Source: an optimization exercise on an open RTL-to-GDS flow (aim: small area, a short achievable clock period and few clock cycles). Production flows keep margins and buffers that such runs may drop.
In this exercise RTL edits were held to simulation tests only and were not proved equivalent to the original.
Power is estimated from default activity; no workload was simulated.

$ cat flow/constraint.sdc
create_clock -name core_clock -period 5.5 [get_ports {clk}]
set_input_delay 1.1000 -clock core_clock [delete_from_list [all_inputs] [get_ports {clk}]]
set_output_delay 1.1000 -clock core_clock [all_outputs]
set_load 0.01 [all_outputs]
$ cat flow/standard.sh
#!/bin/bash
# synth_recipe.tcl (not shown) runs the flow's synth.tcl, then flattens the netlist and writes it again
# the make line also repeats each setting of config.mk as NAME=value (left out here)
make -C /OpenROAD-flow-scripts/flow DESIGN_CONFIG=/design/flow/config.mk WORK_HOME=/design/flow/orfs CLKGATE_MAP_FILE= SYNTH_SCRIPT=/design/flow/synth_recipe.tcl "${@:-finish}"
$ cat flow/design.v
package icache_types;
  localparam int unsigned LINE_W   = 256;
  localparam int unsigned BEAT_W   = 64;
  localparam int unsigned BEATS    = 4;
  localparam int unsigned WORD_W   = 32;
  localparam int unsigned OFFSET_W = 5;
  localparam int unsigned ADDR_W   = 32;
  localparam int unsigned LINE_A_W = ADDR_W - OFFSET_W;
endpackage
module icache_array (
  input  logic         clk,
  input  logic         wr_en,
  input  logic [2:0]   wr_index,
  input  logic [1:0]   wr_beat,
  input  logic [63:0]  wr_data,
  input  logic [7:0]   rd_line_oh,
  output logic [255:0] rd_line
);
  logic [63:0] data_r [32];
  always_ff @(posedge clk) begin
    if (wr_en) begin
      data_r[{wr_index, wr_beat}] <= wr_data;
    end
  end
  always_comb begin
    rd_line = '0;
    for (int i = 0; i < 8; i++) begin
      rd_line = rd_line | ({256{rd_line_oh[i]}} &
                {data_r[4*i+3], data_r[4*i+2], data_r[4*i+1], data_r[4*i]});
    end
  end
endmodule
module icache (
  input  logic         clk,
  input  logic         rst,
  input  logic         inst_read,
  input  logic [31:0]  inst_addr,
  output logic [31:0]  inst_rdata,
  output logic         inst_resp,
  output logic         pmem_read,
  output logic [31:0]  pmem_address,
  input  logic [63:0]  pmem_rdata,
  input  logic         pmem_resp,
  output logic [31:0]  hit_count,
  output logic [31:0]  miss_count
);
  logic [7:0]   valid_r;
  logic [23:0]  tag_r [8];
  logic         fill_r;
  logic [26:0]  fill_line_r;
  logic [1:0]   cnt_r;        
  logic         cur_v_r;      
  logic [26:0]  cur_line_r;
  logic [7:0]   cur_oh_r;     
  logic         cur_fill_r;   
  logic         miss_r;       
  logic [31:0]  hc_r;
  logic [31:0]  mc_r;
  logic [2:0]   idx_s;
  logic [23:0]  tag_s;
  logic [1:0]   beat_s;
  logic [7:0]   eq_s;
  logic         hit_s;
  logic         same_s;
  logic         early_s;
  logic         avail_s;
  logic         start_s;
  logic         move_s;
  logic         resp_s;
  logic         last_s;
  logic [255:0] line_s;
  logic [31:0]  word_s;
  logic [7:0]   word_oh_s;
  assign idx_s  = inst_addr[7:5];
  assign tag_s  = inst_addr[31:8];
  assign beat_s = inst_addr[4:3];
  always_comb begin
    for (int j = 0; j < 8; j++) begin
      eq_s[j] = valid_r[j] && (tag_r[j] == tag_s);
    end
    hit_s   = eq_s[idx_s];
    same_s  = cur_v_r && (inst_addr[31:5] == cur_line_r);
    early_s = beat_s < cnt_r;
    avail_s = !cur_fill_r || early_s || (pmem_resp && (beat_s == cnt_r));
    resp_s  = inst_read && same_s && avail_s;
    start_s = inst_read && !hit_s && !fill_r;
    move_s  = inst_read && !same_s && (hit_s || start_s);
    last_s  = fill_r && pmem_resp && (cnt_r == 2'd3);
    word_oh_s = 8'd1 << inst_addr[4:2];
    word_s    = '0;
    for (int w = 0; w < 8; w++) begin
      word_s = word_s | ({32{word_oh_s[w]}} & line_s[w*32 +: 32]);
    end
  end
  icache_array u_array (
    .clk        (clk),
    .wr_en      (fill_r),
    .wr_index   (fill_line_r[2:0]),
    .wr_beat    (cnt_r),
    .wr_data    (pmem_rdata),
    .rd_line_oh (cur_oh_r),
    .rd_line    (line_s)
  );
  always_ff @(posedge clk) begin
    if (!rst) begin
      valid_r <= '0;
    end else if (start_s) begin
      valid_r[idx_s] <= 1'b1;
    end
  end
  always_ff @(posedge clk) begin
    if (start_s) begin
      tag_r[idx_s] <= tag_s;
    end
  end
  always_ff @(posedge clk) begin
    if (start_s) begin
      fill_line_r <= inst_addr[31:5];
    end
  end
  always_ff @(posedge clk) begin
    if (move_s) begin
      cur_line_r <= inst_addr[31:5];
      cur_oh_r   <= 8'd1 << idx_s;
    end
  end
  always_ff @(posedge clk) begin
    if (!rst) begin
      fill_r     <= 1'b0;
      cnt_r      <= 2'd0;
      cur_v_r    <= 1'b0;
      cur_fill_r <= 1'b0;
      miss_r     <= 1'b0;
      hc_r       <= 32'd0;
      mc_r       <= 32'd0;
    end else begin
      if (start_s) begin
        fill_r <= 1'b1;
        cnt_r  <= 2'd0;
        miss_r <= 1'b1;
        mc_r   <= mc_r + 32'd1;
      end else if (fill_r && pmem_resp) begin
        cnt_r <= cnt_r + 2'd1;
        if (cnt_r == 2'd3) begin
          fill_r <= 1'b0;
        end
      end
      if (move_s) begin
        cur_v_r    <= 1'b1;
        cur_fill_r <= start_s || (fill_r && (idx_s == fill_line_r[2:0]) && !last_s);
      end else if (last_s) begin
        cur_fill_r <= 1'b0;
      end
      if (resp_s) begin
        miss_r <= 1'b0;
        if (!miss_r) begin
          hc_r <= hc_r + 32'd1;
        end
      end
    end
  end
  assign inst_resp    = resp_s;
  assign inst_rdata   = (cur_fill_r && !early_s) ? (inst_addr[2] ? pmem_rdata[63:32] : pmem_rdata[31:0]) : word_s;
  assign pmem_read    = fill_r || start_s;
  assign pmem_address = fill_r ? {fill_line_r, 5'd0} : {inst_addr[31:5], 5'd0};
  assign hit_count    = (inst_read && !miss_r) ? hc_r + 32'd1 : hc_r;
  assign miss_count   = mc_r;
endmodule
$ cat flow/flow/run.sh
#!/bin/bash
# The standard layout, with buf_4 cells as the port buffers instead of the
# delay cells that buffer_ports picks by default. Every tool's output goes to
# make.log (and ORFS's own per-step logs under orfs/logs).
set -euo pipefail
bash standard.sh "BUFFER_PORTS_ARGS=-buffer_cell sky130_fd_sc_hd__buf_4" finish > make.log 2>&1
$ cat flow/config.mk
export PLATFORM = sky130hd
export DESIGN_NAME = icache
export DESIGN_NICKNAME = icache
export VERILOG_FILES = /design/flow/design.v
export SDC_FILE = /design/flow/constraint.sdc
export NUM_CORES = 4
export LEC_CHECK = 0
export CAP_MARGIN = 20
export CORE_MARGIN = 2
export CORE_UTILIZATION = 50
export PLACE_DENSITY = 0.65
export SETUP_SLACK_MARGIN = 1.0
export SLEW_MARGIN = 20
==> results of run 1 <==
logic make-up after synthesis:
group	synth area share
other cells	0.0000420
compound gates	0.117
buf+inv	0.0161
simple gates	0.0409
xor+xnor	0.0274
flops	0.791
fa+ha+maj	0.00196
mux	0.00539
worst reg2reg max path, cell delays in order (launching register included):
cell	delay (ns)
dfxtp_1	0.38
inv_1	0.10
ha_1	0.28
nor2b_1	0.18
o21ai_4	0.47
o21ai_0	0.37
nor4_4	0.75
nand2_1	0.32
or3_1	0.38
a21oi_1	0.14
layout by cell type, fill, tap and decap left out, types with 74 or more instances in the layout:
cell type,count
nand2_1,108
xor2_1,108
xnor2_1,172
nand4_1,236
nor2_1,104
edfxtp_1,2302
dfxtp_1,74
a22o_1,116
buf_4,330
clkbuf_16,246
a221oi_1,105
a22oi_1,797
o21ai_0,95
worst min-delay path by stage:
stage,startpoint,depth (start not counted),endpoint,slack [ns]
2_1_floorplan,valid_r[1],1,valid_r[1],0.43
3_3_place_gp,valid_r[1],1,valid_r[1],0.44
3_5_place_dp,valid_r[2],1,valid_r[2],0.45
4_1_cts,valid_r[1],1,valid_r[1],0.46
5_1_grt,valid_r[2],1,valid_r[2],0.49
6_report,valid_r[1],1,valid_r[1],0.47
registers in the layout, indices dropped and copies added, names as in the netlist, 2 cells and up:
| register | cells |
|---|---|
| valid_r | 8 |
| u_array.data_r | 2048 |
| cur_line_r | 27 |
| hc_r | 32 |
| mc_r | 32 |
| cnt_r | 2 |
| tag_r | 192 |
| fill_line_r | 27 |
| cur_oh_r | 8 |
stage by stage:
stage | instances | setup WS, ns | util | power, mW | area (um^2)
2_1_floorplan | 5187 | 0.749 | - | 21.3 | 89400
3_3_place_gp | 7602 | 0.612 | 0.534 | 22.3 | 95100
3_5_place_dp | 7602 | 0.627 | 0.534 | 22.3 | 95100
4_1_cts | 8058 | 0.877 | 0.579 | 37.4 | 103000
5_1_grt | 8097 | 0.863 | 0.585 | 38.3 | 104000
6_report | 8102 | 0.923 | 0.585 | 37.4 | 104000
layer usage:
layer	vias up	global-route usage	part of all wire
li1	22200	-	-
met1	27300	0.380	0.39
met2	3168	0.444	0.48
met3	442	0.0515	0.10
met4	10	0.0905	0.030
met5	-	0	0.00015
cell type report:
class                   instances  area (um^2)
clock buffers                 298         6100
repair buffers                465         5120
multi-input cells            2448        18000
well taps                    2355         2950
inverters                      17         66.3
flip-flops and latches       2380        70700
fillers                     13200        73900
clock inverters               127         1170
diodes                         12         30.0
power by group:
group	total (mW)	leakage (nW)	switching, mW	internal (mW)
registers	20.0	21.4	0.0433	20.0
clock network	15.3	3.51	6.77	8.49
logic	2.07	8.07	1.40	0.665
total	37.4	33.0	8.21	29.2
repair_timing:
| item | CTS | global route |
|---|---|---|
| setup endpoints to repair | 34 | 42 |
| cloned | 6 | 13 |
| hold endpoints to repair | 0 | 0 |
| setup buffers | 25 | 18 |
| resized for setup | 68 | 106 |
| pin swaps | 15 | 45 |
==> impl_results.md, run 1 <==
* DR WL/cell at 32.0 um
* CP max FO at 10
* Worst endpoint data arrival time at 3.48 ns
* Initial Util at 0.502
* Hold WC Path Type: reg2reg
* Worst flop-to-flop path startpoint: cnt_r[1]
* Critical-path top delay cell: edfxtp_1
* Slew HR at 0.249
* DRT iter0 DRCs at 7161
* RSZ-0062 raised after global routing: yes
* Reg2Reg Depth at 9
* Vias per cell at 6.56
* Post-route clock period utilization at 0.832
* DIE AREA at 182000 um^2
* Clock skew after layout at 0.0707 ns
* H-tree levels at 4
* Max-Cap Viols at 0
* Ys Warns at 2
* Antenna viol nets, final at 0
* Hold buffers post-CTS at 0
* First-pass iteration count of the detailed router at 6
* Area delta synth->final at 16.5%
* Die Wd at 427 um
* Crit start category: flip-flop
* Overflow after GRT at 0
* Fmax at 218 MHz
* Mapped Cells at 5183
* Most frequent cell after synthesis: edfxtp_1
* Area contributors post-synth: edfxtp_1 77%, a22oi_1 6.8%, dfxtp_1 1.7%
* CTS clk-pin slew, worst paths at 0.06 ns
* Area of the core at 178000 um^2
* Worst Setup SP: cur_oh_r[3]
* Async set-reset flop share out of synthesis at 0
* Most frequent CP cell: buf_6
* Crit path depth at 11
* Worst Setup End Kind: primary output
* CP delay by family, top: compound AO/OA/AOI/OAI gates
* Req. time, crit path at 4.40 ns
* CTS buffer count at 232
* FF-to-FF End: hc_r[20]
* Via count at 53100
* Top FF cell, synth: edfxtp_1
* Area leader, netlist: edfxtp_1
* GRT Total Usage at 0.275
* Worst Path Buf+Inv at 6
* Largest net degree at the start of global routing at 86
* Crit path kind: reg2out
* Post-synthesis cell type count at 63
* Row cnt at 155
* Detailed-route wire length at 259000 um
* Final Hold Vio Count at 0
* Worst hold slack at 0.466 ns
* Slew @ Worst Pin at 1.12 ns
* Die H at 427 um
* Port Buffer Count at 222
* Final TNS setup at 0 ns
* R2r setup slk at 2.06 ns
* Synth top area share at 0.774
* Ports at 230
* Status: finished clean
* Clk buf depth at 3
* Cell Chain, Critical Path: buf_6 -> buf_4 -> buf_6 -> buf_16 -> buf_6 -> a221oi_2 -> a31oi_1 -> a221oi_2 -> a21oi_1 -> o31a_1 -> buf_4
* Initial antenna violation count at 20
* Mapped Area at 89400 um^2
* EDFF count, synth at 2302
* CTS sink count at 2380
* TritonCTS clock tree: done
* DRC Markers at 0
* Flops & latches, synth at 2380
* Commonest cells post-synth: 2302 x edfxtp_1, 805 x a22oi_1, 236 x nand4_1, 226 x clkbuf_1, 172 x xnor2_1
* Largest stage delay on the critical path at 0.40 ns
* Share of layout cells above drive strength 1 at 0.161
* First-pass GRT wire length at 362000 um
* Post-Syn Area per Cell at 17.2 um^2
* Final min period at 4.58 ns
* Worst skew pair latency at 0.88 ns
* Nets at 5658
* Final setup fails at 0
* Pins Over Slew Limit at 0
* Setup crit end: inst_rdata[16]
* CTS root buffer: clkbuf_16
* Peak supply drop at 356 uV
* Number of global-route vias before repair at 51300
* PD cells at 359 nW/um^2
* Hpwl dp at 133000 um
* Register area share after synthesis at 0.791
* Pleak at 33.0 nW
* Final Wtd Congestion at 0.802
Testbench counts, summed over its fixed seeds: cycles 67,958.
==> inputs of run 2 (changes only) <==
--- a/flow/config.mk
+++ b/flow/config.mk
@@ -9,4 +9,6 @@
 export CORE_MARGIN = 2
 export CORE_UTILIZATION = 50
+export CTS_CLUSTER_DIAMETER = 100
+export CTS_CLUSTER_SIZE = 25
 export PLACE_DENSITY = 0.65
 export SETUP_SLACK_MARGIN = 1.0
==> impl_results.md, run 2 <==
* Vias per cell at 6.68
* Max-Cap Viols at 0
* Synth top area share at 0.774
* Final TNS setup at 0 ns
* Pins Over Slew Limit at 0
* M2 GR Usage at 0.441
* Worst Path Buf+Inv at 5
* Final Hold Vio Count at 0
* Area leader, netlist: edfxtp_1
* Crit path kind: in2out
* Number of global-route vias before repair at 49700
* Area delta synth->final at 11.7%
* Detailed-route wire length at 255000 um
* DR WL/cell at 32.7 um
* Peak supply drop at 266 uV
* Met3 usage at 0.0448
* Most frequent cells in the layout: 2302 x edfxtp_1, 794 x a22oi_1, 320 x buf_4
* Hold_sp: valid_r[1]
* Reg with most FFs: u_array.data_r
* Hpwl dp at 133000 um
* TritonCTS clock tree: done
* Clk buf depth at 3
* Post-route clock period utilization at 0.811
* Register area share after synthesis at 0.791
* EDFF count, synth at 2302
* Async set-reset flop share out of synthesis at 0
* Register area at 70700 um^2
* CTS sink count at 2380
* Initial Util at 0.502
* Top FF cell, synth: edfxtp_1
* Flops & latches, synth at 2380
* Mapped Cells at 5183
* Area contributors post-synth: edfxtp_1 77%, a22oi_1 6.8%, dfxtp_1 1.7%
* Crit start category: primary input
* Critical-path top delay cell: o31a_1
* Area used by multi-input combinational logic at 18000 um^2
* Antenna viol nets, final at 0
* CTS root buffer: clkbuf_16
* CP max FO at 21
* Clock skew after layout at 0.0572 ns
* Commonest cells post-synth: 2302 x edfxtp_1, 805 x a22oi_1, 236 x nand4_1, 226 x clkbuf_1, 172 x xnor2_1
* PD cells at 311 nW/um^2
* Status: finished clean
* Slew @ Worst Pin at 1.11 ns
* Worst Setup End Kind: primary output
* Final Wtd Congestion at 0.802
* Worst skew pair latency at 0.78 ns
* Met1 Usage GRT at 0.380
* Most common cell after layout, fill and taps aside: edfxtp_1
* First-pass iteration count of the detailed router at 6
* GRT busiest layer: met2
* Die Wd at 427 um
* Area of the core at 178000 um^2
* CTS clk-pin slew, worst paths at 0.10 ns
* GRT Total Usage at 0.272
* Worst Setup SP: inst_addr[2]
* Nets at 5535
* Slew HR at 0.260
* H-tree levels at 3
* Final worst slack at 1.04 ns
* Largest net degree at the start of global routing at 86
* Ports at 230
* Pleak at 30.9 nW
* Post-Syn Area per Cell at 17.2 um^2
* Req. time, crit path at 4.40 ns
* Ys Warns at 2
* Largest stage delay on the critical path at 0.45 ns
* Fillers at 13600
* Die H at 427 um
* Initial antenna violation count at 20
* CP delay by family, top: buffers and inverters
* Via count at 52200
* Post-synthesis cell type count at 63
* Final min period at 4.46 ns
* DRT iter0 DRCs at 7364
* Row cnt at 155
* Most frequent cell after synthesis: edfxtp_1
* Flip-flop count of the largest register after layout at 2048
* Worst endpoint data arrival time at 3.36 ns
* First-pass GRT wire length at 358000 um
* Final setup fails at 0
* Hold WC Path Type: reg2reg
* Biggest regs: u_array.data_r (2048), tag_r (192)
* R2r setup slk at 1.97 ns
* Worst hold slack at 0.475 ns
* DRC Markers at 0
* CTS buffer count at 106
* DIE AREA at 182000 um^2
* Port Buffer Count at 222
* Worst flop-to-flop path startpoint: cnt_r[1]
* Fmax at 224 MHz
* Most frequent CP cell: buf_4
* RSZ-0062 raised after global routing: yes
* Overflow after GRT at 0
* Mapped Area at 89400 um^2
* Pre-CTS WS at 0.627 ns
* Cell Chain, Critical Path: buf_6 -> inv_1 -> buf_4 -> nand2_1 -> buf_4 -> a31oi_1 -> a21oi_1 -> a21oi_1 -> o31a_1 -> buf_4
* Share of layout cells above drive strength 1 at 0.137
==> run 2: cell counts after synthesis <==
Identical to the previous run, type by type.
==> run 2: layout make-up <==
cell class                      count  share of cell area
Inverter                           17            0.000664
Multi-Input combinational cell   2448               0.180
Antenna cell                       10            0.000251
Sequential cell                  2380               0.708
Timing Repair Buffer              468              0.0518
Clock buffer                      121              0.0274
Tap cell                         2355              0.0295
Clock inverter                     13             0.00173
==> run 2: worst paths after layout <==
path,to,cells past startpoint
worst max-delay path,inst_rdata[11],10
worst min-delay path,valid_r[1],1
worst max register to register,hc_r[6],9
worst min register to register,valid_r[1],1
==> run 2: per-layer routing <==
layer,up-vias,routed length (um)
met4,12,8780
met1,27000,99900
met2,3024,122000
met3,464,24800
li1,21700,-
met5,-,52
==> run 2: what timing repair did <==
action	CTS	global route
endpoints found under the setup margin	33	41
buffers inserted	29	20
hold endpoints to repair	0	0
pin swaps	17	48
hold buffers	0	0
gates cloned	7	9
resized for setup	66	129
==> run 2: stage by stage <==
step	power (mW)	cell area [um^2]	std cells	utilization
6_report	31.1	99800	7812	0.561
5_1_grt	31.9	99800	7809	0.561
4_1_cts	31.1	98900	7772	0.555
3_5_place_dp	22.3	95100	7602	0.534
3_3_place_gp	22.3	95100	7602	0.534
2_1_floorplan	21.3	89400	5187	-
==> run 2: logic make-up after synthesis <==
group           count (synthesis)  share of synthesized area
compound gates               1416                      0.117
xor+xnor                      280                     0.0274
fa+ha+maj                      14                    0.00196
buf+inv                       359                     0.0161
flops                        2380                      0.791
mux                            45                    0.00539
other cells                     1                  0.0000420
simple gates                  688                     0.0409
==> run 2: power breakdown <==
part	total [mW]	switching (mW)	internal [mW]
Clock	8.99	5.42	3.57
Combinational	2.07	1.40	0.672
Sequential	20.0	0.0443	20.0
==> inputs of run 3 (changes only) <==
--- a/flow/design.v
+++ b/flow/design.v
@@ -48,10 +48,8 @@
   logic [23:0]  tag_r [8];
   logic         fill_r;
-  logic [26:0]  fill_line_r;
   logic [1:0]   cnt_r;        
   logic         cur_v_r;      
   logic [26:0]  cur_line_r;
   logic [7:0]   cur_oh_r;     
-  logic         cur_fill_r;   
   logic         miss_r;       
   logic [31:0]  hc_r;
@@ -68,5 +66,4 @@
   logic         move_s;
   logic         resp_s;
-  logic         last_s;
   logic [255:0] line_s;
   logic [31:0]  word_s;
@@ -82,9 +79,8 @@
     same_s  = cur_v_r && (inst_addr[31:5] == cur_line_r);
     early_s = beat_s < cnt_r;
-    avail_s = !cur_fill_r || early_s || (pmem_resp && (beat_s == cnt_r));
+    avail_s = !fill_r || early_s || (pmem_resp && (beat_s == cnt_r));
     resp_s  = inst_read && same_s && avail_s;
     start_s = inst_read && !hit_s && !fill_r;
-    move_s  = inst_read && !same_s && (hit_s || start_s);
-    last_s  = fill_r && pmem_resp && (cnt_r == 2'd3);
+    move_s  = inst_read && !same_s && ((hit_s && !fill_r) || start_s);
     word_oh_s = 8'd1 << inst_addr[4:2];
     word_s    = '0;
@@ -96,5 +92,5 @@
     .clk        (clk),
     .wr_en      (fill_r),
-    .wr_index   (fill_line_r[2:0]),
+    .wr_index   (cur_line_r[2:0]),
     .wr_beat    (cnt_r),
     .wr_data    (pmem_rdata),
@@ -115,9 +111,4 @@
   end
   always_ff @(posedge clk) begin
-    if (start_s) begin
-      fill_line_r <= inst_addr[31:5];
-    end
-  end
-  always_ff @(posedge clk) begin
     if (move_s) begin
       cur_line_r <= inst_addr[31:5];
@@ -130,5 +121,4 @@
       cnt_r      <= 2'd0;
       cur_v_r    <= 1'b0;
-      cur_fill_r <= 1'b0;
       miss_r     <= 1'b0;
       hc_r       <= 32'd0;
@@ -147,8 +137,5 @@
       end
       if (move_s) begin
-        cur_v_r    <= 1'b1;
-        cur_fill_r <= start_s || (fill_r && (idx_s == fill_line_r[2:0]) && !last_s);
-      end else if (last_s) begin
-        cur_fill_r <= 1'b0;
+        cur_v_r <= 1'b1;
       end
       if (resp_s) begin
@@ -161,7 +148,7 @@
   end
   assign inst_resp    = resp_s;
-  assign inst_rdata   = (cur_fill_r && !early_s) ? (inst_addr[2] ? pmem_rdata[63:32] : pmem_rdata[31:0]) : word_s;
+  assign inst_rdata   = (fill_r && !early_s) ? (inst_addr[2] ? pmem_rdata[63:32] : pmem_rdata[31:0]) : word_s;
   assign pmem_read    = fill_r || start_s;
-  assign pmem_address = fill_r ? {fill_line_r, 5'd0} : {inst_addr[31:5], 5'd0};
+  assign pmem_address = fill_r ? {cur_line_r, 5'd0} : {inst_addr[31:5], 5'd0};
   assign hit_count    = (inst_read && !miss_r) ? hc_r + 32'd1 : hc_r;
   assign miss_count   = mc_r;
--- a/flow/config.mk
+++ b/flow/config.mk
@@ -12,4 +12,4 @@
 export CTS_CLUSTER_SIZE = 25
 export PLACE_DENSITY = 0.65
-export SETUP_SLACK_MARGIN = 1.0
+export SETUP_SLACK_MARGIN = 1.5
 export SLEW_MARGIN = 20
==> impl_results.md, run 3 <==
* Largest net degree at the start of global routing at 77
* TritonCTS clock tree: done
* Fin cells at 7882
* Ports at 230
* R2r setup slk at 2.10 ns
* Hpwl dp at 133000 um
* Number of global-route vias before repair at 50600
* Area leader, netlist: edfxtp_1
* Share of layout cells above drive strength 1 at 0.183
* H-tree levels at 3
* Hold WC Path Type: reg2reg
* Clock skew after layout at 0.0337 ns
* CTS root buffer: clkbuf_16
* RSZ-0062 raised after global routing: yes
* Final TNS setup at 0 ns
* Tot Pwr at 31.3 mW
* Commonest cells post-synth: 2275 x edfxtp_1, 832 x a22oi_1, 232 x nand4_1, 211 x clkbuf_1, 165 x xor2_1
* Hold depth at 1
* DRC Markers at 0
* Worst Hold Path EP: valid_r[2]
* Detailed-route wire length at 269000 um
* Worst Setup End Kind: primary output
* Overflow after GRT at 0
* DRT iter0 DRCs at 7859
* Hold buffers post-CTS at 0
* Clk buf depth at 3
* Max-Cap Viols at 0
* First-pass iteration count of the detailed router at 5
* Register area share after synthesis at 0.786
* Cell Chain, Critical Path: buf_6 -> clkbuf_16 -> a22o_1 -> a221oi_2 -> nand4_1 -> o21ai_1 -> o22ai_1 -> a21oi_2 -> nor2_2 -> a221o_1 -> buf_6
* Final setup fails at 0
* Flip-flop count of the largest register after layout at 2048
* Req. time, crit path at 4.40 ns
* Worst skew pair latency at 0.80 ns
* Die H at 426 um
* CP max FO at 5
* Slew HR at 0.230
* Critical-path top delay cell: edfxtp_1
* GRT Total Usage at 0.283
* Most frequent cells in the layout: 2275 x edfxtp_1, 789 x a22oi_1, 359 x buf_4
* Most frequent cell after synthesis: edfxtp_1
* Crit path kind: reg2out
* Fillers at 13200
* PD cells at 306 nW/um^2
* Die Wd at 426 um
* CTS sink count at 2352
* Mapped Cells at 5170
* Post-synthesis cell type count at 73
* Crit start category: flip-flop
* Final Wtd Congestion at 0.820
* EDFF count, synth at 2275
* Reg2Reg Depth at 4
* Area of the core at 176000 um^2
* Synth top area share at 0.769
* Via count at 53400
* Hold_sp: valid_r[2]
* Area delta synth->final at 14.8%
* Vias per cell at 6.78
* Slew @ Worst Pin at 1.15 ns
* Port Buffer Count at 222
* Row cnt at 154
* Biggest regs: u_array.data_r (2048), tag_r (192)
* Final Instance Area at 102000 um^2
* DR WL/cell at 34.2 um
* Area contributors post-synth: edfxtp_1 77%, a22oi_1 7.0%, dfxtp_1 1.7%
* Top FF cell, synth: edfxtp_1
* Most frequent CP cell: buf_6
* Pleak at 32.0 nW
* Initial Util at 0.504
* Most common cell after layout, fill and taps aside: edfxtp_1
* Ys Warns at 2
* Reg with most FFs: u_array.data_r
* Status: finished clean
* Worst flop-to-flop path startpoint: fill_r
* Worst hold slack at 0.493 ns
* CTS buffer count at 106
* Fmax at 227 MHz
* Flops & latches, synth at 2352
* Worst endpoint data arrival time at 3.30 ns
* DP Cell Count at 7574
* Dpl cell area at 94400 um^2
* Peak supply drop at 335 uV
* Async set-reset flop share out of synthesis at 0
* DIE AREA at 181000 um^2
* Final Hold Vio Count at 0
* Pins Over Slew Limit at 0
* Largest stage delay on the critical path at 0.53 ns
* FF-to-FF End: u_array.data_r[22][27]
* Nets at 5629
* Post-Syn Area per Cell at 17.2 um^2
* CTS clk-pin slew, worst paths at 0.11 ns
* Post-route clock period utilization at 0.800
* First-pass GRT wire length at 369000 um
* Initial antenna violation count at 12
* Final min period at 4.40 ns
* Mapped Area at 88900 um^2
* Antenna viol nets, final at 0
run 3: changes by cell type in the layout (fill, tap and decap cells not counted), sizes merged, moves of 21 or more:
cell / before / now
o21ai: 124 / 145
nor4: 27 / 61
xor2: 108 / 165
a41oi: 22 / 48
xnor2: 172 / 113
a22oi: 805 / 832
buf: 454 / 538
a31oi: 52 / 19
edfxtp: 2302 / 2275
nand2: 110 / 89
nor2: 141 / 109
o211ai: 30 / 51
a221oi: 127 / 96
run 3: worst max-delay path by stage:
stage / to / cells past startpoint / startpoint / slack [ns]
2_1_floorplan: tag_r[4][0] / 9 / inst_addr[7] / 0.92
3_3_place_gp: inst_rdata[2] / 9 / inst_addr[4] / 0.78
3_5_place_dp: inst_rdata[2] / 9 / inst_addr[4] / 0.79
4_1_cts: inst_rdata[17] / 10 / cur_oh_r[5] / 1.07
5_1_grt: inst_rdata[14] / 11 / cur_oh_r[5] / 1.02
6_report: inst_rdata[14] / 11 / cur_oh_r[5] / 1.10
run 3: kinds of logic (layout without fill, tap and decap cells):
family	after synthesis	count (layout)	synth area share
AOI/OAI and AO/OA	1426	1426	0.118
DFF	2352	2352	0.786
buffers and inverters	366	728	0.0173
other	1	11	0.0000422
xor gates and xnor gates	278	278	0.0280
adders and majority gates	14	14	0.00197
muxes	48	48	0.00588
and+or+nand+nor	685	685	0.0427
run 3: repair_timing:
item,in CTS,in global routing
endpoints found under the hold margin,0,0
gates resized for setup,293,250
setup endpoints to repair,53,52
setup buffers,67,53
cloned,24,27
pin swaps,69,143
run 3: area by class of cell:
| cell class | count | area [um^2] | share of cell area |
|---|---|---|---|
| Sequential cell | 2352 | 69900 | 0.685 |
| Multi-Input combinational cell | 2456 | 19200 | 0.188 |
| Timing Repair Buffer | 575 | 7010 | 0.0687 |
| Tap cell | 2340 | 2930 | 0.0287 |
| Clock buffer | 119 | 2740 | 0.0269 |
| Clock inverter | 10 | 159 | 0.00156 |
| Inverter | 24 | 91.3 | 0.000895 |
| Antenna cell | 6 | 15.0 | 0.000147 |
run 3: per-layer routing:
layer,share of wire,up-vias,wire (um),GRT usage
met5,0.00032,-,86,0
met4,0.032,14,8570,0.0882
met3,0.10,441,27400,0.0473
li1,-,22000,-,-
met2,0.48,3239,130000,0.459
met1,0.38,27800,103000,0.394
run 3: through the flow:
step | utilization | setup slack [ns]
finish | 0.579 | 1.10
CTS | 0.566 | 1.07
floorplan | - | 0.919
detailed placement | 0.536 | 0.791
global placement | 0.535 | 0.779
global route | 0.579 | 1.02
run 3: critical path: cells and delay by family (launching register included):
family	cells	cell delay [ns]
AOI/OAI and AO/OA	6	1.29
DFF	1	0.53
buffers and inverters	3	0.51
and+or+nand+nor	2	0.20
run 3: power by group:
| part | switching [mW] | internal [mW] | total [mW] |
|---|---|---|---|
| Clock | 5.40 | 3.59 | 9.00 |
| Sequential | 0.0501 | 19.7 | 19.8 |
| Combinational | 1.60 | 0.876 | 2.48 |
Testbench counts of run 3, summed over its fixed seeds: cycles 68,052.
==> inputs of run 4 (changes only) <==
--- a/flow/config.mk
+++ b/flow/config.mk
@@ -8,8 +8,8 @@
 export CAP_MARGIN = 20
 export CORE_MARGIN = 2
-export CORE_UTILIZATION = 50
+export CORE_UTILIZATION = 62
 export CTS_CLUSTER_DIAMETER = 100
 export CTS_CLUSTER_SIZE = 25
-export PLACE_DENSITY = 0.65
+export PLACE_DENSITY = 0.72
 export SETUP_SLACK_MARGIN = 1.5
 export SLEW_MARGIN = 20
==> impl_results.md, run 4 <==
* Fillers at 8598
* Area of the core at 142000 um^2
* FF-to-FF End: u_array.data_r[7][8]
* Register area share after synthesis at 0.786
* CTS root buffer: clkbuf_16
* Vias per cell at 7.27
* Slew @ Worst Pin at 1.22 ns
* Port Buffer Count at 222
* RSZ-0062 raised after global routing: yes
* Die H at 383 um
* DRC Markers at 0
* Peak supply drop at 330 uV
* Area leader, netlist: edfxtp_1
* Via count at 54500
* First-pass GRT wire length at 363000 um
* Overflow after GRT at 0
* Slew HR at 0.183
* Post-synthesis cell type count at 73
* Initial antenna violation count at 15
* Worst endpoint data arrival time at 3.26 ns
* Worst Setup End Kind: primary output
* Commonest cells post-synth: 2275 x edfxtp_1, 832 x a22oi_1, 232 x nand4_1, 211 x clkbuf_1, 165 x xor2_1
* Die Wd at 383 um
* Area contributors post-synth: edfxtp_1 77%, a22oi_1 7.0%, dfxtp_1 1.7%
* Worst Hold Path EP: valid_r[2]
* Most common cell after layout, fill and taps aside: edfxtp_1
* CTS sink count at 2352
* Fmax at 229 MHz
* CP max FO at 12
* Final Hold Vio Count at 0
* Dpl cell area at 94300 um^2
* Pleak at 32.2 nW
* Nets at 5684
* TritonCTS clock tree: done
* Number of global-route vias before repair at 52200
* Hold_sp: valid_r[2]
* Final Instance Area at 102000 um^2
* Final TNS setup at 0 ns
* Hold buffers post-CTS at 0
* Post-Syn Area per Cell at 17.2 um^2
* Final Wtd Congestion at 0.855
* Mapped Area at 88900 um^2
* H-tree levels at 3
* R2r setup slk at 2.26 ns
* Initial Util at 0.626
* Crit path kind: reg2out
* DRT iter0 DRCs at 9300
* Hpwl dp at 134000 um
* Final min period at 4.36 ns
* Final setup fails at 0
* GRT Total Usage at 0.343
* Fin util at 0.719
* Worst flop-to-flop path startpoint: fill_r
* Mapped Cells at 5170
* Detailed-route wire length at 261000 um
* Flops & latches, synth at 2352
* Max-Cap Viols at 0
* PD cells at 305 nW/um^2
* CTS buffer count at 104
* Biggest regs: u_array.data_r (2048), tag_r (192)
* Largest net degree at the start of global routing at 67
* Worst skew pair latency at 0.79 ns
* Top FF cell, synth: edfxtp_1
* Pins Over Slew Limit at 0
* Hold WC Path Type: reg2reg
* Crit start category: flip-flop
* First-pass iteration count of the detailed router at 6
* EDFF count, synth at 2275
* Antenna viol nets, final at 0
* Share of layout cells above drive strength 1 at 0.194
* Req. time, crit path at 4.40 ns
* CTS clk-pin slew, worst paths at 0.10 ns
* Flip-flop count of the largest register after layout at 2048
* DR WL/cell at 34.8 um
* Post-route clock period utilization at 0.793
* Async set-reset flop share out of synthesis at 0
* Hold depth at 1
* Area delta synth->final at 14.8%
* Synth top area share at 0.769
* Tot Pwr at 31.1 mW
* Ys Warns at 2
* Ports at 230
* Most frequent cells in the layout: 2275 x edfxtp_1, 764 x a22oi_1, 395 x buf_4
* Worst hold slack at 0.483 ns
* Reg with most FFs: u_array.data_r
* Clock skew after layout at 0.0280 ns
* Status: finished clean
* Clk buf depth at 3
* DIE AREA at 146000 um^2
* Most frequent cell after synthesis: edfxtp_1
* Row cnt at 138
* Reg2Reg Depth at 3
run 4: kinds of logic after synthesis:
group | share of synthesized area
adder cells (fa/ha/maj) | 0.00197
XOR/XNOR | 0.0280
multiplexers | 0.00588
flip-flops | 0.786
AO/OA/AOI/OAI | 0.118
other | 0.0000422
AND/OR/NAND/NOR | 0.0427
buffers and inverters | 0.0173
run 4: metal layers:
| layer | global-route usage | up-vias | share of wire |
|---|---|---|---|
| met2 | 0.542 | 4103 | 0.47 |
| li1 | - | 22100 | - |
| met5 | 0 | - | 0.00040 |
| met3 | 0.0674 | 595 | 0.12 |
| met1 | 0.489 | 27700 | 0.37 |
| met4 | 0.109 | 16 | 0.036 |
run 4: layout make-up:
cell class                 count  area [um^2]  share of cell area
clock inverter                 9          111             0.00109
inverter                      24         90.1            0.000883
tap                         1890         2360              0.0232
antenna                        7         17.5            0.000172
multi-input combinational   2456        19300               0.189
sequential                  2352        69900               0.685
clock buffer                 133         2730              0.0268
timing repair buffer         632         7530              0.0738
run 4: how the worst max path moves through the flow:
stage	start	endpoint	cells past startpoint
global placement	inst_addr[4]	inst_rdata[25]	10
global route	cur_oh_r[5]	inst_rdata[16]	11
CTS	cur_oh_r[1]	inst_rdata[8]	10
detailed placement	inst_addr[4]	inst_rdata[25]	10
finish	cur_oh_r[7]	inst_rdata[16]	11
floorplan	inst_addr[7]	tag_r[4][0]	9
run 4: power breakdown:
group / internal [mW] / total, mW / switching (mW)
logic: 0.912 / 2.51 / 1.60
registers: 19.7 / 19.8 / 0.0583
clock network: 3.53 / 8.77 / 5.25
run 4: per-stage QoR:
stage | setup slack, ns | std cells
3_3_place_gp | 0.792 | 7156
6_report | 1.14 | 7503
2_1_floorplan | 0.919 | 5174
4_1_cts | 1.16 | 7431
5_1_grt | 1.06 | 7500
3_5_place_dp | 0.724 | 7160
run 4: timing repair:
item                                   in CTS  in global routing
resized for setup                         396                198
endpoints found under the hold margin       0                  0
setup buffers                             109                 45
pin swaps                                 109                132
setup endpoints to repair                  53                 49
cloned                                     20                 19
run 4: critical path, stage by stage (launching register included):
cell and delay (ns):
edfxtp_1 0.48, buf_12 0.20, buf_16 0.17, buf_16 0.16, a22o_1 0.21, a221oi_2 0.29
nand4_1 0.17, a32oi_2 0.29, o21ai_1 0.12, nor3_2 0.15, a21oi_2 0.09, buf_4 0.16
==> inputs of run 5 (changes only) <==
--- a/flow/config.mk
+++ b/flow/config.mk
@@ -12,4 +12,4 @@
 export CTS_CLUSTER_SIZE = 25
 export PLACE_DENSITY = 0.72
-export SETUP_SLACK_MARGIN = 1.5
+export SETUP_SLACK_MARGIN = 1.0
 export SLEW_MARGIN = 20
==> impl_results.md, run 5 <==
* Area delta synth->final at 9.78%
* Logic pwr share at 0.067
* DRC Markers at 0
* Max-Cap Viols at 0
* Post-Syn Area per Cell at 17.2 um^2
* Die H at 383 um
* Pleak at 30.2 nW
* Post-synthesis cell type count at 73
* Met1 Usage GRT at 0.472
* RSZ-0062 raised after global routing: yes
* Met3 usage at 0.0588
* Reg2Reg Depth at 3
* Antenna viol nets, final at 0
* Reg power frac at 0.646
* Fmax at 224 MHz
* CP max FO at 51
* Slew HR at 0.202
* CTS clk-pin slew, worst paths at 0.10 ns
* Most frequent cells in the layout: 2275 x edfxtp_1, 831 x a22oi_1, 352 x buf_4
* Async set-reset flop share out of synthesis at 0
* First-pass GRT wire length at 348000 um
* Top FF cell, synth: edfxtp_1
* Slew @ Worst Pin at 1.20 ns
* Dpl cell area at 93800 um^2
* Setup crit end: inst_rdata[3]
* Final TNS setup at 0 ns
* Overflow after GRT at 0
* Worst endpoint data arrival time at 3.37 ns
* GRT Total Usage at 0.329
* Nets at 5497
* Final worst slack at 1.03 ns
* PD cells at 314 nW/um^2
* Area contributors post-synth: edfxtp_1 77%, a22oi_1 7.0%, dfxtp_1 1.7%
* Critical-path top delay cell: edfxtp_1
* Worst skew pair latency at 0.78 ns
* FF-to-FF End: u_array.data_r[13][56]
* Synth top area share at 0.769
* Most frequent cell after synthesis: edfxtp_1
* Vias per cell at 7.19
* Crit path kind: reg2out
* TritonCTS clock tree: done
* Final Hold Vio Count at 0
* CTS buffer count at 104
* Via count at 52600
* Worst Setup SP: cur_oh_r[1]
* Switching part of the total at 0.219
* Cell Chain, Critical Path: buf_4 -> buf_12 -> a22o_1 -> a221oi_1 -> a31oi_1 -> a21oi_2 -> o211ai_1 -> o22ai_1 -> a21oi_1 -> buf_4
* Mapped Cells at 5170
* Ports at 230
* Row cnt at 138
* DIE AREA at 146000 um^2
* Flops & latches, synth at 2352
* Area of the core at 142000 um^2
* Number of global-route vias before repair at 50500
* Req. time, crit path at 4.40 ns
* Hold buffers post-CTS at 0
* H-tree levels at 3
* Clk buf depth at 3
* Clock skew after layout at 0.0295 ns
* Largest stage delay on the critical path at 0.43 ns
* Hpwl dp at 128000 um
* Status: finished clean
* Final setup fails at 0
* Post-route clock period utilization at 0.812
* Crit start category: flip-flop
* CTS root buffer: clkbuf_16
* Most frequent CP cell: buf_4
* Area leader, netlist: edfxtp_1
* Final Instance Area at 97600 um^2
* Biggest regs: u_array.data_r (2048), tag_r (192)
* Final min period at 4.47 ns
* First-pass iteration count of the detailed router at 8
* Worst Setup End Kind: primary output
* Flip-flop count of the largest register after layout at 2048
* Hold WC Path Type: reg2reg
* Register area share after synthesis at 0.786
* Initial Util at 0.626
* Internal power at 23.9 mW
* Most common cell after layout, fill and taps aside: edfxtp_1
* Commonest cells post-synth: 2275 x edfxtp_1, 832 x a22oi_1, 232 x nand4_1, 211 x clkbuf_1, 165 x xor2_1
* GRT busiest layer: met2
* Sw Pwr at 6.70 mW
* Final Wtd Congestion at 0.847
* Peak supply drop at 316 uV
* Die Wd at 383 um
* R2r setup slk at 1.87 ns
* M2 GR Usage at 0.522
* Reg with most FFs: u_array.data_r
* Worst flop-to-flop path startpoint: fill_r
* Port Buffer Count at 222
* Mapped Area at 88900 um^2
* Tot Pwr at 30.6 mW
* Detailed-route wire length at 245000 um
* EDFF count, synth at 2275
* Share of layout cells above drive strength 1 at 0.126
* Initial antenna violation count at 14
* Pre-CTS WS at 0.967 ns
* DR WL/cell at 33.5 um
* CTS sink count at 2352
* DRT iter0 DRCs at 7961
* Ys Warns at 2
* Power share of the clock group at 0.287
* Largest net degree at the start of global routing at 86
* Pins Over Slew Limit at 0
run 5: cell count changes in the layout (fill, tap and decap cells not counted), sizes merged:
cell	delta
buf	-163
clkbuf	-14
bufbuf	-8
diode	+2
inv	-2
run 5: area by class of cell:
type / count / area (um^2)
multi-input cells: 2456 / 18000
diodes: 9 / 22.5
fillers: 9179 / 44400
inverters: 24 / 90.1
flip-flops and latches: 2352 / 69900
repair buffers: 445 / 4330
clock buffers: 135 / 2760
clock inverters: 7 / 109
well taps: 1890 / 2360
run 5: critical path, delay by kind of cell, from the launching register on:
family                 cells  cell delay [ns]
AOI/OAI and AO/OA          7             1.51
buffers and inverters      3             0.60
DFF                        1             0.43
run 5: timing repair:
action                                  4_1_cts  5_1_grt
resized for setup                            28       80
pin swaps                                     2       15
endpoints found under the setup margin       42       31
gates cloned                                  2        2
setup buffers                                25        9
run 5: power groups by stage:
stage	Combinational, mW	Sequential, mW	Clock (mW)
floorplan	0.952	20.2	0
global placement	1.88	20.2	0
detailed placement	1.92	20.2	0
CTS	1.99	19.8	8.83
global route	2.16	19.8	9.39
finish	2.06	19.8	8.79
run 5: kinds of logic after synthesis:
family,after synthesis,synth area share
xor+xnor,278,0.0280
mux,48,0.00588
flops,2352,0.786
other cells,1,0.0000422
fa+ha+maj,14,0.00197
simple gates,685,0.0427
compound gates,1426,0.118
buf+inv,366,0.0173
run 5: stage by stage:
| stage | instances | hold slack (ns) | util |
|---|---|---|---|
| after floorplan | 5174 | 0.417 | - |
| after global placement | 7125 | 0.428 | 0.661 |
| after detailed placement | 7127 | 0.454 | 0.661 |
| after CTS | 7296 | 0.483 | 0.684 |
| after global routing | 7313 | 0.494 | 0.687 |
| final | 7318 | 0.481 | 0.687 |
run 5: worst min path at each step:
| stage | startpoint | end | slack, ns | depth (start not counted) |
|---|---|---|---|---|
| 2_1_floorplan | valid_r[0] | valid_r[0] | 0.42 | 2 |
| 6_report | valid_r[6] | valid_r[6] | 0.48 | 1 |
| 4_1_cts | valid_r[6] | valid_r[6] | 0.48 | 1 |
| 3_3_place_gp | valid_r[0] | valid_r[0] | 0.43 | 2 |
| 3_5_place_dp | valid_r[3] | valid_r[3] | 0.45 | 1 |
| 5_1_grt | valid_r[6] | valid_r[6] | 0.49 | 1 |
run 5: metal layers:
| layer | wire length, um | vias to the layer above |
|---|---|---|
| li1 | - | 21700 |
| met1 | 92000 | 26900 |
| met2 | 117000 | 3534 |
| met3 | 28200 | 471 |
| met4 | 7990 | 16 |
| met5 | 96 | - |
==> inputs of run 6 (changes only) <==
--- a/flow/design.v
+++ b/flow/design.v
@@ -52,4 +52,6 @@
   logic [26:0]  cur_line_r;
   logic [7:0]   cur_oh_r;     
+  logic [2:0]   pw_r;         
+  logic [7:0]   pw_oh_r;      
   logic         miss_r;       
   logic [31:0]  hc_r;
@@ -61,4 +63,6 @@
   logic         hit_s;
   logic         same_s;
+  logic         wmatch_s;
+  logic         wmove_s;
   logic         early_s;
   logic         avail_s;
@@ -68,8 +72,7 @@
   logic [255:0] line_s;
   logic [31:0]  word_s;
-  logic [7:0]   word_oh_s;
   assign idx_s  = inst_addr[7:5];
   assign tag_s  = inst_addr[31:8];
-  assign beat_s = inst_addr[4:3];
+  assign beat_s = pw_r[2:1];
   always_comb begin
     for (int j = 0; j < 8; j++) begin
@@ -77,14 +80,15 @@
     end
     hit_s   = eq_s[idx_s];
-    same_s  = cur_v_r && (inst_addr[31:5] == cur_line_r);
-    early_s = beat_s < cnt_r;
-    avail_s = !fill_r || early_s || (pmem_resp && (beat_s == cnt_r));
-    resp_s  = inst_read && same_s && avail_s;
+    same_s   = cur_v_r && (inst_addr[31:5] == cur_line_r);
+    wmatch_s = inst_addr[4:2] == pw_r;
+    early_s  = beat_s < cnt_r;
+    avail_s  = !fill_r || early_s || (pmem_resp && (beat_s == cnt_r));
+    resp_s   = inst_read && same_s && wmatch_s && avail_s;
+    wmove_s  = inst_read && same_s && !wmatch_s;
     start_s = inst_read && !hit_s && !fill_r;
     move_s  = inst_read && !same_s && ((hit_s && !fill_r) || start_s);
-    word_oh_s = 8'd1 << inst_addr[4:2];
     word_s    = '0;
     for (int w = 0; w < 8; w++) begin
-      word_s = word_s | ({32{word_oh_s[w]}} & line_s[w*32 +: 32]);
+      word_s = word_s | ({32{pw_oh_r[w]}} & line_s[w*32 +: 32]);
     end
   end
@@ -114,4 +118,13 @@
       cur_line_r <= inst_addr[31:5];
       cur_oh_r   <= 8'd1 << idx_s;
+    end
+  end
+  always_ff @(posedge clk) begin
+    if (move_s || wmove_s) begin
+      pw_r    <= inst_addr[4:2];
+      pw_oh_r <= 8'd1 << inst_addr[4:2];
+    end else if (resp_s) begin
+      pw_r    <= pw_r + 3'd1;
+      pw_oh_r <= {pw_oh_r[6:0], pw_oh_r[7]};
     end
   end
@@ -148,5 +161,5 @@
   end
   assign inst_resp    = resp_s;
-  assign inst_rdata   = (fill_r && !early_s) ? (inst_addr[2] ? pmem_rdata[63:32] : pmem_rdata[31:0]) : word_s;
+  assign inst_rdata   = (fill_r && !early_s) ? (pw_r[0] ? pmem_rdata[63:32] : pmem_rdata[31:0]) : word_s;
   assign pmem_read    = fill_r || start_s;
   assign pmem_address = fill_r ? {cur_line_r, 5'd0} : {inst_addr[31:5], 5'd0};
--- a/flow/config.mk
+++ b/flow/config.mk
@@ -12,4 +12,4 @@
 export CTS_CLUSTER_SIZE = 25
 export PLACE_DENSITY = 0.72
-export SETUP_SLACK_MARGIN = 1.0
+export SETUP_SLACK_MARGIN = 1.5
 export SLEW_MARGIN = 20
==> impl_results.md, run 6 <==
* Share of layout cells above drive strength 1 at 0.196
* Fin util at 0.715
* Worst hold slack at 0.477 ns
* Fmax at 240 MHz
* DRT iter0 DRCs at 9564
* Row cnt at 138
* Area leader, netlist: edfxtp_1
* Worst endpoint data arrival time at 3.07 ns
* Synth Area in XOR/XNOR at 0.0286
* CTS sink count at 2363
* Final TNS setup at 0 ns
* Commonest cells post-synth: 2286 x edfxtp_1, 1152 x a22oi_1, 324 x nand4_1, 261 x clkbuf_1, 182 x xor2_1
* Worst Setup End Kind: primary output
* TritonCTS clock tree: done
* Slew @ Worst Pin at 1.15 ns
* Area of the core at 142000 um^2
* Post-synthesis simple-gate area fraction at 0.0465
* EDFF count, synth at 2286
* DP Cell Count at 7048
* RSZ-0062 raised after global routing: yes
* Critical-path top delay cell: edfxtp_1
* Largest net degree at the start of global routing at 69
* Async set-reset flop share out of synthesis at 0
* Cell Chain, Critical Path: buf_12 -> buf_12 -> a22oi_1 -> nand4_1 -> a22oi_2 -> nand4_1 -> nor2_1 -> a21oi_2 -> buf_4 -> buf_4
* Overflow after GRT at 0
* Synth top area share at 0.774
* Post-route clock period utilization at 0.759
* Number of global-route vias before repair at 50100
* Area contributors post-synth: edfxtp_1 77%, a22oi_1 9.8%, nand4_1 2.3%
* Die H at 382 um
* Worst flop-to-flop path startpoint: fill_r
* Port Buffer Count at 222
* First-pass GRT wire length at 366000 um
* Die Wd at 382 um
* Top FF cell, synth: edfxtp_1
* Most frequent cell after synthesis: edfxtp_1
* Largest family of logic cells by synthesized area: compound AO/OA/AOI/OAI gates
* PD cells at 309 nW/um^2
* Vias per cell at 7.30
* Pins Over Slew Limit at 0
* CP max FO at 53
* Post-synthesis mux area share at 0.00735
* Flip-flop count of the largest register after layout at 2048
* First-pass iteration count of the detailed router at 8
* Crit path kind: reg2out
* Worst Setup SP: cur_oh_r[4]
* CTS root buffer: clkbuf_16
* Post-Syn Area per Cell at 17.4 um^2
* Antenna viol nets, final at 0
* Hpwl dp at 130000 um
* Hold WC Path Type: reg2reg
* Most common cell after layout, fill and taps aside: edfxtp_1
* Via count at 53800
* Final Wtd Congestion at 0.817
* DR WL/cell at 36.3 um
* Reg with most FFs: u_array.data_r
* Largest stage delay on the critical path at 0.49 ns
* Clk buf depth at 3
* Ports at 230
* Initial antenna violation count at 26
* Pleak at 31.8 nW
* Max-Cap Viols at 0
* Post-synthesis cell type count at 62
* Crit start category: flip-flop
* Fraction of the mapped netlist area in adder cells at 0.00212
* Most frequent cells in the layout: 2286 x edfxtp_1, 922 x a22oi_1, 329 x buf_4
* Compound-Gate Fraction of Synth Area at 0.107
* GRT Total Usage at 0.352
* Mapped Area at 88700 um^2
* Fillers at 8517
* Status: finished clean
* CTS clk-pin slew, worst paths at 0.10 ns
* Area delta synth->final at 14.3%
* CTS buffer count at 105
* Flops & latches, synth at 2363
* Final setup fails at 0
* Biggest regs: u_array.data_r (2048), tag_r (192)
* Register area share after synthesis at 0.791
* Mapped Cells at 5109
* Hold buffers post-CTS at 0
* Fin cells at 7365
* Final Instance Area at 101000 um^2
* Dpl cell area at 93500 um^2
* Peak supply drop at 243 uV
* H-tree levels at 3
* Req. time, crit path at 4.40 ns
* Initial Util at 0.626
* Hold_sp: mc_r[25]
* Slew HR at 0.229
* Detailed-route wire length at 268000 um
* Final Hold Vio Count at 0
* DIE AREA at 146000 um^2
* Final min period at 4.17 ns
* Worst skew pair latency at 0.77 ns
* Nets at 5539
* Ys Warns at 2
* Clock skew after layout at 0.0288 ns
* DRC Markers at 0
==> run 6: cell types whose count changed in the layout (fill, tap and decap cells not counted), sizes merged, moves of 47 or more <==
cell	previous run	this run
a221oi	96	0
a22o	96	1
a22oi	832	1152
a41oi	48	0
buf	441	515
nand4	232	324
o211ai	51	4
o21ai	145	25
==> run 6: per-layer routing <==
metal / part of all wire / wire, um / global-route usage
met3: 0.14 / 38300 / 0.0889
met5: 0.00017 / 46 / 0
met2: 0.46 / 123000 / 0.537
met4: 0.036 / 9760 / 0.116
met1: 0.36 / 96500 / 0.504
==> run 6: final cells by class <==
type / instances / area (um^2) / area share
Antenna cell: 25 / 62.6 / 0.000617
Clock buffer: 124 / 2740 / 0.0270
Clock inverter: 9 / 113 / 0.00111
Inverter: 19 / 75.1 / 0.000740
Multi-Input combinational cell: 2393 / 18900 / 0.187
Sequential cell: 2363 / 70200 / 0.693
Tap cell: 1890 / 2360 / 0.0233
Timing Repair Buffer: 542 / 6860 / 0.0677
==> run 6: cells by family after synthesis <==
kind of cell,after synthesis
flops,2363
compound gates,1279
simple gates,741
buf+inv,358
xor+xnor,290
mux,62
fa+ha+maj,15
other cells,1
==> run 6: final timing paths <==
kind	to	slack, ns	depth (start not counted)
worst min-delay path	mc_r[25]	0.48	2
worst min register to register	mc_r[25]	0.48	2
worst max register to register	u_array.data_r[2][5]	1.94	4
worst max-delay path	inst_rdata[5]	1.33	10
==> run 6: repair_timing <==
action,CTS,global route
setup buffers,70,26
hold endpoints to repair,0,0
cloned,36,26
gates resized for setup,300,245
endpoints found under the setup margin,47,42
pin swaps,119,169
==> run 6: metrics by stage <==
step,power [mW],setup WS (ns)
after floorplan,21.3,1.03
after global placement,22.3,1.14
after detailed placement,22.3,1.14
after CTS,31.1,1.37
after global routing,32.0,1.26
final,31.3,1.33
==> run 6: critical path: cells and delay by family, from the launching register on <==
family	cells	cell delay, ns
AO/OA/AOI/OAI	3	0.58
flip-flops	1	0.49
AND/OR/NAND/NOR	3	0.41
buffers and inverters	4	0.73
==> run 6: power by group <==
group | leakage [nW] | internal (mW) | switching, mW | total [mW]
combinational | 9.20 | 0.914 | 1.73 | 2.65
sequential | 21.2 | 19.8 | 0.0578 | 19.9
clock | 1.39 | 3.56 | 5.24 | 8.81
total | 31.8 | 24.3 | 7.03 | 31.3
Testbench counts of run 6, summed over its fixed seeds: cycles 68,088.
==> inputs of run 7 (changes only) <==
--- a/flow/config.mk
+++ b/flow/config.mk
@@ -12,4 +12,4 @@
 export CTS_CLUSTER_SIZE = 25
 export PLACE_DENSITY = 0.72
-export SETUP_SLACK_MARGIN = 1.5
+export SETUP_SLACK_MARGIN = 1.0
 export SLEW_MARGIN = 20
==> impl_results.md, run 7 <==
* Worst endpoint data arrival time at 3.37 ns
* Post-route clock period utilization at 0.812
* CTS sink count at 2363
* Critical-path top delay cell: a21oi_1
* Final TNS setup at 0 ns
* Largest net degree at the start of global routing at 84
* Post-Syn Area per Cell at 17.4 um^2
* PD cells at 317 nW/um^2
* Fillers at 9105
* Top FF cell, synth: edfxtp_1
* Final Hold Vio Count at 0
* DRT iter0 DRCs at 7908
* Most common cell after layout, fill and taps aside: edfxtp_1
* Hold WC Path Type: reg2reg
* Clk buf depth at 3
* Met3 usage at 0.0733
* Commonest cells post-synth: 2286 x edfxtp_1, 1152 x a22oi_1, 324 x nand4_1, 261 x clkbuf_1, 182 x xor2_1
* Slew HR at 0.226
* Ys Warns at 2
* Area delta synth->final at 9.47%
* Worst skew pair latency at 0.79 ns
* M2 GR Usage at 0.526
* Req. time, crit path at 4.40 ns
* GRT busiest layer: met2
* Final worst slack at 1.03 ns
* DRC Markers at 0
* Antenna viol nets, final at 0
* Worst Hold Path EP: valid_r[0]
* Slew @ Worst Pin at 1.16 ns
* Clock skew after layout at 0.0488 ns
* Vias per cell at 7.19
* Flops & latches, synth at 2363
* Pre-CTS WS at 1.12 ns
* Peak supply drop at 258 uV
* Crit path depth at 8
* Overflow after GRT at 0
* Fmax at 224 MHz
* Pleak at 30.4 nW
* Most frequent cells in the layout: 2286 x edfxtp_1, 1152 x a22oi_1, 377 x buf_4
* Reg with most FFs: u_array.data_r
* First-pass iteration count of the detailed router at 8
* Met1 Usage GRT at 0.478
* Max-Cap Viols at 0
* Row cnt at 138
* Nets at 5444
* Largest stage delay on the critical path at 0.50 ns
* Worst Path Buf+Inv at 3
* TritonCTS clock tree: done
* Detailed-route wire length at 250000 um
* CP delay by family, top: compound AO/OA/AOI/OAI gates
* First-pass GRT wire length at 354000 um
* H-tree levels at 3
* Flip-flop count of the largest register after layout at 2048
* CTS clk-pin slew, worst paths at 0.10 ns
* Async set-reset flop share out of synthesis at 0
* Die H at 382 um
* Mapped Cells at 5109
* RSZ-0062 raised after global routing: no
* Worst flop-to-flop path startpoint: cur_line_r[0]
* Crit path kind: reg2out
* DR WL/cell at 34.4 um
* Final Wtd Congestion at 0.819
* Ports at 230
* CTS buffer count at 104
* Final min period at 4.47 ns
* Initial Util at 0.626
* Area of the core at 142000 um^2
* Die Wd at 382 um
* R2r setup slk at 1.90 ns
* Fin util at 0.685
* Reg2Reg Depth at 7
* Via count at 52200
* Mapped Area at 88700 um^2
* Synth top area share at 0.774
* Post-synthesis cell type count at 62
* Number of global-route vias before repair at 50400
* Area leader, netlist: edfxtp_1
* GRT Total Usage at 0.337
* Hpwl dp at 132000 um
* Share of layout cells above drive strength 1 at 0.123
* Initial antenna violation count at 26
* Hold depth at 2
* Biggest regs: u_array.data_r (2048), tag_r (192)
* Status: finished clean
* DIE AREA at 146000 um^2
* Hold_sp: valid_r[0]
* Crit start category: flip-flop
* Cell Chain, Critical Path: inv_1 -> ha_1 -> nor2b_4 -> o21a_4 -> buf_12 -> nor2_1 -> a21oi_1 -> buf_4
* CP max FO at 8
* Pins Over Slew Limit at 0
* Register area share after synthesis at 0.791
* Area contributors post-synth: edfxtp_1 77%, a22oi_1 9.8%, nand4_1 2.3%
* Most frequent cell after synthesis: edfxtp_1
* Port Buffer Count at 222
* Worst Setup End Kind: primary output
* EDFF count, synth at 2286
* Final setup fails at 0
* FF-to-FF End: pw_oh_r[3]
* CTS root buffer: clkbuf_16
## run 7: cell counts after synthesis
No cell type changed its count.
## run 7: what timing repair did
| item | 4_1_cts | 5_1_grt |
|---|---|---|
| gates cloned | 1 | 1 |
| pin swaps | 2 | 1 |
| hold buffers | 0 | 0 |
| resized for setup | 6 | 8 |
| setup endpoints to repair | 34 | 12 |
| buffers inserted | 32 | 8 |
## run 7: logic make-up after synthesis
group | Yosys count | synth area share
buffers and inverters | 358 | 0.0171
flip-flops | 2363 | 0.791
AO/OA/AOI/OAI | 1279 | 0.107
adder cells (fa/ha/maj) | 15 | 0.00212
other | 1 | 0.0000423
XOR/XNOR | 290 | 0.0286
AND/OR/NAND/NOR | 741 | 0.0465
multiplexers | 62 | 0.00735
## run 7: how the worst max path moves through the flow
stage,start,endpoint,slack (ns)
2_1_floorplan,inst_addr[14],tag_r[0][0],1.03
3_3_place_gp,inst_addr[23],pmem_read,1.17
3_5_place_dp,inst_addr[23],pmem_read,1.12
4_1_cts,cur_oh_r[5],inst_rdata[2],1.01
5_1_grt,cnt_r[1],inst_rdata[7],1.01
6_report,cnt_r[1],inst_rdata[19],1.03
## run 7: metal layers
layer  routed length (um)  share of wire  vias to the layer above
li1                     -              -                    21300
met1                91800           0.37                    26500
met2               117000           0.47                     3928
met3                32200           0.13                      491
met4                 9020          0.036                       16
met5                  104        0.00042                        -
## run 7: where the power goes
group / internal [mW] / switching (mW) / leakage (nW) / total [mW]
Combinational: 0.649 / 1.50 / 7.81 / 2.15
Sequential: 19.8 / 0.0635 / 21.2 / 19.9
Clock: 3.53 / 5.24 / 1.37 / 8.76
Total: 24.0 / 6.80 / 30.4 / 30.8
## run 7: layout make-up
cell class | count | area (um^2) | area share
Antenna cell | 18 | 45.0 | 0.000464
Clock buffer | 126 | 2730 | 0.0281
Clock inverter | 7 | 92.6 | 0.000954
Inverter | 19 | 71.3 | 0.000735
Multi-Input combinational cell | 2393 | 17400 | 0.179
Sequential cell | 2363 | 70200 | 0.723
Tap cell | 1890 | 2360 | 0.0244
Timing Repair Buffer | 448 | 4240 | 0.0437
## run 7: worst register-to-register path, cell delays in order (launching register included)
cell and delay (ns):
edfxtp_1 0.60, xnor2_1 0.45, nand4_1 0.15, or4_4 0.56, nor2_1 0.26, nand2_1 0.11
nand3_1 0.54, nand2_1 0.52
## run 7: stage by stage
step                power [mW]  std cells  hold WS [ns]  instance area [um^2]
CTS                       30.8       7236         0.489                 96900
detailed placement        22.3       7070         0.466                 93700
floorplan                 21.3       5113         0.411                 88700
global placement          22.3       7070         0.466                 93700
global route              31.5       7256         0.497                 97100
finish                    30.8       7264         0.484                 97100
==> inputs of run 8 (changes only) <==
--- a/flow/config.mk
+++ b/flow/config.mk
@@ -12,4 +12,4 @@
 export CTS_CLUSTER_SIZE = 25
 export PLACE_DENSITY = 0.72
-export SETUP_SLACK_MARGIN = 1.0
+export SETUP_SLACK_MARGIN = 1.25
 export SLEW_MARGIN = 20
==> impl_results.md, run 8 <==
* EDFF count, synth at 2286
* Final Hold Vio Count at 0
* Die Wd at 382 um
* Worst hold slack at 0.477 ns
* Final min period at 4.27 ns
* PD cells at 316 nW/um^2
* Ys Warns at 2
* GRT busiest layer: met2
* Biggest regs: u_array.data_r (2048), tag_r (192)
* Flops & latches, synth at 2363
* Met1 Usage GRT at 0.482
* Initial antenna violation count at 27
* Pins Over Slew Limit at 0
* Area used by multi-input combinational logic at 17700 um^2
* Hpwl dp at 130000 um
* Met3 usage at 0.0778
* Reg with most FFs: u_array.data_r
* TritonCTS clock tree: done
* Max-Cap Viols at 0
* Antenna viol nets, final at 0
* M2 GR Usage at 0.514
* Post-route clock period utilization at 0.776
* Clk buf depth at 3
* Most frequent cell after synthesis: edfxtp_1
* Area of the core at 142000 um^2
* Detailed-route wire length at 249000 um
* DIE AREA at 146000 um^2
* DRT iter0 DRCs at 8589
* Final Instance Area at 97800 um^2
* Slew @ Worst Pin at 1.18 ns
* CTS clk-pin slew, worst paths at 0.10 ns
* Flip-flop count of the largest register after layout at 2048
* Synth top area share at 0.774
* Top FF cell, synth: edfxtp_1
* Reg power frac at 0.645
* GRT Total Usage at 0.334
* First-pass iteration count of the detailed router at 5
* Mapped Area at 88700 um^2
* Async set-reset flop share out of synthesis at 0
* Die H at 382 um
* Pleak at 30.6 nW
* Via count at 52100
* Fillers at 9046
* Most common cell after layout, fill and taps aside: edfxtp_1
* DRC Markers at 0
* Fmax at 234 MHz
* Sw Pwr at 6.79 mW
* Dpl cell area at 93500 um^2
* Final worst slack at 1.23 ns
* Peak supply drop at 246 uV
* RSZ-0062 raised after global routing: yes
* Area contributors post-synth: edfxtp_1 77%, a22oi_1 9.8%, nand4_1 2.3%
* Worst endpoint data arrival time at 3.17 ns
* Crit path kind: reg2out
* Worst flop-to-flop path startpoint: fill_r
* Share of layout cells above drive strength 1 at 0.137
* Port Buffer Count at 222
* Post-Syn Area per Cell at 17.4 um^2
* CTS buffer count at 105
* First-pass GRT wire length at 350000 um
* Req. time, crit path at 4.40 ns
* Ports at 230
* Status: finished clean
* Row cnt at 138
* Initial Util at 0.626
* Commonest cells post-synth: 2286 x edfxtp_1, 1152 x a22oi_1, 324 x nand4_1, 261 x clkbuf_1, 182 x xor2_1
* Final TNS setup at 0 ns
* Largest net degree at the start of global routing at 79
* Vias per cell at 7.19
* Final Wtd Congestion at 0.817
* Power share of the clock group at 0.284
* Post-synthesis cell type count at 62
* Slew HR at 0.208
* Register area at 70200 um^2
* Hold_sp: mc_r[25]
* Overflow after GRT at 0
* CP max FO at 47
* Switching part of the total at 0.220
* Worst Setup End Kind: primary output
* Final setup fails at 0
* Area leader, netlist: edfxtp_1
* Hold WC Path Type: reg2reg
* Mapped Cells at 5109
* DR WL/cell at 34.3 um
* Internal power at 24.1 mW
* Logic pwr share at 0.071
* Worst Setup SP: cur_oh_r[3]
* CTS root buffer: clkbuf_16
* Most frequent cells in the layout: 2286 x edfxtp_1, 1117 x a22oi_1, 330 x buf_4
* Clock skew after layout at 0.0255 ns
* Number of global-route vias before repair at 49300
* H-tree levels at 3
* Area delta synth->final at 10.2%
* Pre-CTS WS at 1.14 ns
* Worst skew pair latency at 0.77 ns
* Register area share after synthesis at 0.791
* CTS sink count at 2363
* Crit start category: flip-flop
* Nets at 5434
-- run 8: cell counts after synthesis --
Identical to the previous run, type by type.
-- run 8: timing repair --
item | in CTS | in global routing
pin swaps | 7 | 22
hold buffers | 0 | 0
cloned | 4 | 6
setup endpoints to repair | 44 | 35
resized for setup | 59 | 101
setup buffers | 28 | 15
-- run 8: stage by stage --
step	total power [mW]	cells	util
global placement	22.3	7046	0.659
finish	30.8	7253	0.690
global route	31.5	7246	0.689
floorplan	21.3	5113	-
detailed placement	22.3	7048	0.660
CTS	30.8	7213	0.684
-- run 8: final timing paths --
check,slack [ns],endpoint,cells past startpoint
worst min-delay path,0.48,mc_r[25],2
worst max-delay path,1.23,inst_rdata[7],9
worst max register to register,1.97,u_array.data_r[2][21],4
worst min register to register,0.48,mc_r[25],2
-- run 8: metal layers --
layer  vias to the layer above  routed length, um
met5                         -                 99
met4                        14               7370
met3                       441              32400
met2                      3842             116000
met1                     26500              92900
li1                      21300                  -
-- run 8: kinds of logic (layout without fill, tap and decap cells) --
group	count (synthesis)	count (layout)	share of synthesized area
AOI/OAI and AO/OA	1279	1280	0.107
xor gates and xnor gates	290	290	0.0286
adders and majority gates	15	15	0.00212
buffers and inverters	358	589	0.0171
DFF	2363	2363	0.791
muxes	62	62	0.00735
other	1	23	0.0000423
and+or+nand+nor	741	741	0.0465
-- run 8: worst max-delay path, cell delays in order (launching register included) --
cell and delay (ns):
edfxtp_1 0.51, buf_4 0.22, buf_12 0.29, a22oi_1 0.16
nand4_1 0.20, a22oi_1 0.10, nand4_1 0.15, nor2_1 0.07
a21oi_2 0.38, buf_4 0.24
-- run 8: power by group through the flow --
stage | sequential, mW | clock, mW | combinational (mW)
3_5_place_dp | 20.3 | 0 | 1.98
2_1_floorplan | 20.3 | 0 | 1.00
3_3_place_gp | 20.3 | 0 | 1.94
6_report | 19.9 | 8.77 | 2.19
4_1_cts | 19.9 | 8.84 | 2.08
5_1_grt | 19.9 | 9.36 | 2.29
-- run 8: cell type report --
cell class              instances  share of cell area
diodes                         18            0.000461
clock buffers                 124              0.0280
clock inverters                 9             0.00115
inverters                      19            0.000768
multi-input cells            2393               0.181
flip-flops and latches       2363               0.718
well taps                    1890              0.0242
repair buffers                437              0.0457

## afterwards: timing with drivers on the ports
The flow's constraints put no driver on any port. The routed layouts listed below were extracted and timed again, unchanged, in two steps. Step 1: set_driving_cell puts a clkbuf_16 on clk and a buf_2 on each other input, an assumption about the parent block. Step 2 times the ports against the registers' clock, not the clock port: input delays grow and output delays shrink by t, the midpoint of the rising clock arrivals with the driver on. a / b / c = ideal ports / drivers / drivers and shift; a / b = the first two.
run	t (ns)	slack for setup (ns)	worst hold slack (ns)	slew at the worst register clock pin (ns)	worst slew at a driven data input, ns
run 1	0.935	0.923 / 0.830 / 0.958	0.466 / 0.466 / 0.466	0.07 / 0.07	0.26
run 2	0.852	1.041 / 0.952 / 0.973	0.475 / 0.475 / 0.475	0.11 / 0.11	0.28
run 3	0.859	1.100 / 1.018 / 1.114	0.493 / 0.493 / 0.493	0.11 / 0.11	0.19
run 4	0.851	1.141 / 1.063 / 1.129	0.483 / 0.483 / 0.483	0.11 / 0.11	0.32
run 5	0.842	1.033 / 0.924 / 0.924	0.481 / 0.481 / 0.481	0.11 / 0.11	0.32
run 6	0.839	1.326 / 1.240 / 1.179	0.477 / 0.477 / 0.477	0.10 / 0.10	0.38
run 7	0.848	1.032 / 0.949 / 1.130	0.484 / 0.484 / 0.484	0.11 / 0.11	0.36
run 8	0.837	1.235 / 1.147 / 1.268	0.477 / 0.477 / 0.477	0.10 / 0.10	0.36
After both steps every run listed still meets setup and hold. For run 6, which loses most, drivers alone change the setup slack by -0.086 ns; drivers and shift together by -0.147 ns.
